Source: an optimization exercise on an open RTL-to-GDS flow (aim: small area, a short achievable clock period and few clock cycles per item). Production flows keep margins and buffers that such runs may drop. Where RTL was checked, it was by simulation tests only, not by an equivalence proof against the original. Power and IR drop assume default switching activity.

// int8_vector_l2_norm
module int8_vector_l2_norm
(
  input  logic        clk_i,
  input  logic        rst_ni,
  input  logic        in_valid,
  output logic        in_ready,
  input  logic [7:0]  in_sample_0,
  input  logic [7:0]  in_sample_1,
  input  logic [7:0]  in_sample_2,
  input  logic [7:0]  in_sample_3,
  input  logic [7:0]  in_sample_4,
  input  logic [7:0]  in_sample_5,
  input  logic [7:0]  in_sample_6,
  input  logic [7:0]  in_sample_7,
  input  logic [3:0]  in_lane_count,
  input  logic        in_last,
  output logic        out_valid,
  input  logic        out_ready,
  output logic [38:0] out_sum_of_squares,
  output logic [27:0] out_norm_fixed,
  output logic        out_overflow
);
Size in the first run: about 2400 cells after synthesis, about 450 flip-flops, roughly 140 I/O pins, roughly 0.025 mm² of cells after synthesis.
Settings: LEC_CHECK=0, CAP_MARGIN=20, CORE_MARGIN=2, CORE_UTILIZATION=60, CTS_BUF_LIST=sky130_fd_sc_hd__clkbuf_8, SETUP_SLACK_MARGIN=4.0, SLEW_MARGIN=20, SYNTH_HIERARCHICAL=1, SYNTH_MINIMUM_KEEP_SIZE=0; clock period 6.5 ns.
standard.sh (not shown) runs the stock make flow with config.mk's settings and CLKGATE_MAP_FILE= SYNTH_SCRIPT=/design/flow/synth_recipe.tcl, a recipe that flattens the netlist after the stock synthesis.
==> flow/flow/run.sh <==
#!/bin/bash
# The standard layout (the standard.sh, unchanged synthesis and steps), with the port
# buffers that global placement inserts made from the plain buffer family (sky130_fd_sc_hd__buf_1,
# which repair may upsize) instead of the tool's default pick, a delay buffer.
set -euo pipefail
export BUFFER_PORTS_ARGS="-buffer_cell sky130_fd_sc_hd__buf_1"
bash standard.sh > standard.log 2>&1
The first run went through all stages and came out clean.
Testbench counts at the start, summed over its fixed seeds: cycles 29,715, vectors 1,600.
Edit:
--- a/flow/config.mk
+++ b/flow/config.mk
@@ -12 +12 @@
-export SETUP_SLACK_MARGIN = 4.0
+export SETUP_SLACK_MARGIN = 3.5
Effect: Count of clock-buffer cells in the layout goes down by 3; via count shrinks by 6.2%; final cell count falls by 4.4%; flip-flop and latch count is unchanged; setup slack is worse by 0.16 ns; wire length goes down by 5.1%.
Edit:
--- a/flow/config.mk
+++ b/flow/config.mk
@@ -12 +12 @@
-export SETUP_SLACK_MARGIN = 3.5
+export SETUP_SLACK_MARGIN = 3.8
Non-clock buffer count came out higher by 43.
Sequential cell count is unchanged.
Design area came out higher by a few percent.
First-iteration DRC count grows by a quarter to a third.
Power increases by a few percent.

========
Starting RTL as in the previous note.
Design int8_vector_l2_norm, start of the top module:
module int8_vector_l2_norm
(
  input  logic        clk_i,
  input  logic        rst_ni,
  input  logic        in_valid,
  output logic        in_ready,
  input  logic [7:0]  in_sample_0,
  input  logic [7:0]  in_sample_1,
  input  logic [7:0]  in_sample_2,
  input  logic [7:0]  in_sample_3,
  input  logic [7:0]  in_sample_4,
  input  logic [7:0]  in_sample_5,
  input  logic [7:0]  in_sample_6,
  input  logic [7:0]  in_sample_7,
  input  logic [3:0]  in_lane_count,
  input  logic        in_last,
  output logic        out_valid,
  input  logic        out_ready,
  output logic [38:0] out_sum_of_squares,
  output logic [27:0] out_norm_fixed,
  output logic        out_overflow
);
clock: 6.5 ns
lec_check: 0
cap_margin: 20
core_margin: 2
core_utilization: 60
cts_buf_list: sky130_fd_sc_hd__clkbuf_16
cts_cluster_size: 40
setup_slack_margin: 3.8
slew_margin: 20
synth_hierarchical: 1
synth_minimum_keep_size: 0
Scripts as last shown in full above: flow/flow/run.sh
Testbench counts at the start, summed over its fixed seeds: cycles 29,715, vectors 1,600.
==> next run, changes <==
Settings changed: CTS_BUF_LIST sky130_fd_sc_hd__clkbuf_16 to sky130_fd_sc_hd__clkbuf_8, CTS_CLUSTER_SIZE 40 to not set, SETUP_SLACK_MARGIN 3.8 to 3.7.
Register-to-register slack got worse by 0.04 ns.
Worst setup slack got worse by 0.037 ns.
Clock skew is about the same.

========
## job 4532
Another version of the RTL of int8_vector_l2_norm (not shown whole).
Size: roughly 2700 cells after synthesis, ~420 flip-flops, about 140 I/O pins, roughly 0.026 sq mm of cells after synthesis.
make LEC_CHECK=0 ABC_CLOCK_PERIOD_IN_PS=2000 CAP_MARGIN=20 CORE_MARGIN=2 CORE_UTILIZATION=60 SETUP_SLACK_MARGIN=3.8 SLEW_MARGIN=20 finish   # period 6.5 ns
run.sh (not shown) runs the stock make flow with config.mk's settings and CLKGATE_MAP_FILE= SYNTH_SCRIPT=/design/flow/synth_recipe.tcl, a recipe that flattens the netlist after the stock synthesis.
Stock flow here: none of the scripts above is used.
Job 4532 completed end to end with timing, DRC and antenna clean.
--- input diff job 4532..job 5247 ---
- a change of ABC_CLOCK_PERIOD_IN_PS from 2000 to 2700
### Flow results
Between job 5247 and job 4532, the global-route wire length before repair figures differ only marginally. Both conditions hold for job 5247: the flow ran to the end and the final layout passed the timing, design-rule and antenna checks. Re sequential cell count: no difference whatsoever between job 4532 and job 5247. As far as buffer and inverter count on the worst path goes, job 5247 and job 4532 are indistinguishable; the numbers are identical.
No functional check of the RTL was part of any run of this note.

========
int8_vector_l2_norm with an RTL version that a note above also has.
Size in the first run: roughly 2400 cells after synthesis, ~450 flip-flops, about 140 I/O pins, ~25000 µm² of cells after synthesis.
export LEC_CHECK = 0
export CAP_MARGIN = 20
export CORE_MARGIN = 2
export CORE_UTILIZATION = 70
export CTS_BUF_LIST = sky130_fd_sc_hd__clkbuf_8
export SETUP_SLACK_MARGIN = 3.8
export SLEW_MARGIN = 20
export SYNTH_HIERARCHICAL = 1
export SYNTH_MINIMUM_KEEP_SIZE = 0
create_clock -name core_clock -period 6.5 [get_ports {clk_i}]
standard.sh (not shown) runs the stock make flow with config.mk's settings and CLKGATE_MAP_FILE= SYNTH_SCRIPT=/design/flow/synth_recipe.tcl, a recipe that flattens the netlist after the stock synthesis.
Scripts as last shown in full above: flow/flow/run.sh
The starting point finished with timing, DRC and antenna clean.
Testbench counts at the start, summed over its fixed seeds: cycles 29,715, vectors 1,600.
==> next run, changes <==
--- a/flow/config.mk
+++ b/flow/config.mk
@@ -8,5 +8,5 @@
 export CAP_MARGIN = 20
 export CORE_MARGIN = 2
-export CORE_UTILIZATION = 70
+export CORE_UTILIZATION = 60
 export CTS_BUF_LIST = sky130_fd_sc_hd__clkbuf_8
 export SETUP_SLACK_MARGIN = 3.8
@@ -14,2 +14,3 @@
 export SYNTH_HIERARCHICAL = 1
 export SYNTH_MINIMUM_KEEP_SIZE = 0
+export TNS_END_PERCENT = 20
Die area went up by about a fifth.
Design area decreases slightly.
Wire length goes down by a few percent.
Via count drops by a few percent.
Total power falls by a few percent.
Synthesized cell count does not change.

========
== build 20 ==
Another version of the RTL of int8_vector_l2_norm (not shown whole).
Size in the first run: roughly 2,500 cells after synthesis, ~440 flip-flops, roughly 140 I/O pins, about 25,000 um2 of cells after synthesis.
Design int8_vector_l2_norm, start of the top module:
module int8_vector_l2_norm
(
  input  logic        clk_i,
  input  logic        rst_ni,
  input  logic        in_valid,
  output logic        in_ready,
  input  logic [7:0]  in_sample_0,
  input  logic [7:0]  in_sample_1,
  input  logic [7:0]  in_sample_2,
  input  logic [7:0]  in_sample_3,
  input  logic [7:0]  in_sample_4,
  input  logic [7:0]  in_sample_5,
  input  logic [7:0]  in_sample_6,
  input  logic [7:0]  in_sample_7,
  input  logic [3:0]  in_lane_count,
  input  logic        in_last,
  output logic        out_valid,
  input  logic        out_ready,
  output logic [38:0] out_sum_of_squares,
  output logic [27:0] out_norm_fixed,
  output logic        out_overflow
);
Settings: LEC_CHECK=0, CAP_MARGIN=20, CORE_MARGIN=2, CORE_UTILIZATION=60, CTS_BUF_LIST=sky130_fd_sc_hd__clkbuf_8, SETUP_SLACK_MARGIN=4.2, SLEW_MARGIN=20, SYNTH_HIERARCHICAL=1, SYNTH_MINIMUM_KEEP_SIZE=0; clock period 6.5 ns.
Scripts as last shown in full above: flow/flow/run.sh
Build 20 | status: complete | timing, DRC, antenna: pass
Testbench counts of build 20, summed over its fixed seeds: cycles 29,676, vectors 1,600.
## Diff of input files: build 45 against build 20
- swapping 4.2 for 3.5 in SETUP_SLACK_MARGIN
Compared with build 20, build 45 shows total power divided by cell area lower by 6.2%.
Per the comparison of build 45 with build 20, maximum net fanout on the critical path saw an increase, combinational fraction of design power saw a decrease.
Comparing build 45 and build 20, the lower share of cell area taken by multi-input logic gates is on build 20.
Summary of build 45 over build 20: post-detailed-placement cell area saw a decrease; sequential fraction of design power now sits higher; stage delay of the slowest cell on the critical path saw an increase.
Final net count: build 45 < build 20
Build 45: done, clean on timing, DRC and antenna
Between build 20 and build 45, average vias per placed instance decreased.
Compared to build 20, build 45 has total power 0.0035 W lower.
The lower switching power of build 45 and build 20 is in build 45.
> inputs changed (build 45 -> build 10)
- changing SETUP_SLACK_MARGIN from 3.5 to 3.8
==> comparison <==
- Part of the cycle the worst path needs in build 10 is 0.28 points below build 45.
- Measured against each other, build 45 and build 10 differ in sequential fraction of total cell area, the lower figure coming from build 10.
- Build 10 completed end to end with timing, DRC and antenna clean.
- Diff build 45 -> build 10: worst hold slack comparable; proportion of cell area spent on the clock network now smaller; power density over the cells now smaller.

========
== P ==
int8_vector_l2_norm, a different RTL version from the one above (not shown whole).
Size: ~440 flip-flops, about 140 I/O pins, ~25,000 sq um of cells after synthesis.
make LEC_CHECK=0 CAP_MARGIN=20 CORE_MARGIN=2 CORE_UTILIZATION=60 SETUP_SLACK_MARGIN=3.5 SLEW_MARGIN=20 SYNTH_HIERARCHICAL=1 SYNTH_MINIMUM_KEEP_SIZE=0 finish   # period 6.5 ns
run.sh (not shown) runs the stock make flow with config.mk's settings and CLKGATE_MAP_FILE= SYNTH_SCRIPT=/design/flow/synth_recipe.tcl, a recipe that flattens the netlist after the stock synthesis.
Stock flow here: none of the scripts above is used.
For Q, these inputs were changed with respect to P:
Settings: CTS_BUF_LIST now sky130_fd_sc_hd__clkbuf_8, previously not set.
==> flow/flow/run.sh (new file) <==
#!/bin/bash
# The standard layout (the standard.sh, unchanged synthesis and steps), with the port
# buffers that global placement inserts made from the plain buffer family (sky130_fd_sc_hd__buf_1,
# which repair may upsize) instead of the tool's default pick, a delay buffer.
set -euo pipefail
export BUFFER_PORTS_ARGS="-buffer_cell sky130_fd_sc_hd__buf_1"
bash standard.sh > standard.log 2>&1
==> flow/standard.sh (new file) <==
#!/bin/bash
# synth_recipe.tcl (not shown) runs the flow's synth.tcl, then flattens the netlist and writes it again
# the make line also repeats each setting of config.mk as NAME=value (left out here)
make -C /OpenROAD-flow-scripts/flow DESIGN_CONFIG=/design/flow/config.mk WORK_HOME=/design/flow/orfs CLKGATE_MAP_FILE= SYNTH_SCRIPT=/design/flow/synth_recipe.tcl "${@:-finish}"
removed: flow/run.sh
### Flow results
- The part of the power in the clock network number comes out higher for P vs Q.
- [diff] slack of the critical path, Q relative to P: improvement
- Final cell area: Q below P
- Summary of Q over P: post-CTS setup repair buffer count went down 16; first-pass GRT wire length now sits lower; hold slack was more or less identical.
Function was not checked in any run of this note: the RTL went through the layout flow alone.

## port drivers added, routing unchanged
How much do the figures lean on ideal ports? The routed layouts below were timed once more, with nothing changed but the port constraints.
Step 1 (the two cells are an assumption about what drives the block):
set clk [get_ports {clk_i}]
set_driving_cell -lib_cell sky130_fd_sc_hd__clkbuf_16 $clk
set_driving_cell -lib_cell sky130_fd_sc_hd__buf_2 [delete_from_list [all_inputs] $clk]
Step 2 also shifts input and output timing later by t, the mid clock arrival at the registers, as if the neighbouring blocks saw the same clock.
a / b / c = ideal / step 1 / step 2; a / b = the first two.
run	shift t [ns]	setup WS [ns]	worst setup path at the end	clock arrival spread, ns	cell pins on the clock port's net
the first run of note 1	0.700	3.757 / 3.757 / 3.403	input to register	0.030 / 0.030	1
the second run of note 1	0.693	3.599 / 3.599 / 3.017	input to register	0.039 / 0.039	1
the third run of note 1	0.695	3.813 / 3.813 / 3.277	input to register	0.029 / 0.029	1
the first run of note 2	0.641	3.800 / 3.800 / 3.322	input to register	0.029 / 0.028	1
the second run of note 2	0.696	3.764 / 3.764 / 3.247	input to register	0.024 / 0.024	1
job 4532	0.649	2.268 / 2.268 / 2.268	register to register	0.031 / 0.031	1
job 5247	0.649	2.268 / 2.268 / 2.268	register to register	0.031 / 0.031	1
the first run of note 4	0.677	3.738 / 3.695 / 3.348	input to register	0.021 / 0.021	1
the second run of note 4	0.699	3.769 / 3.719 / 3.181	input to register	0.026 / 0.026	1
build 20	0.704	3.739 / 3.739 / 3.623	input to register	0.037 / 0.037	1
build 45	0.689	3.605 / 3.605 / 3.121	input to register	0.021 / 0.021	1
build 10	0.676	3.624 / 3.624 / 3.283	input to register	0.033 / 0.033	1
P	0.631	3.376 / 3.376 / 3.015	input to register	0.021 / 0.021	1
Q	0.681	3.396 / 3.396 / 2.881	input to register	0.029 / 0.029	1
After both steps every run listed still meets setup and hold. For the second run of note 4, which loses most, drivers alone change the setup slack by -0.050 ns; drivers and shift together by -0.588 ns.
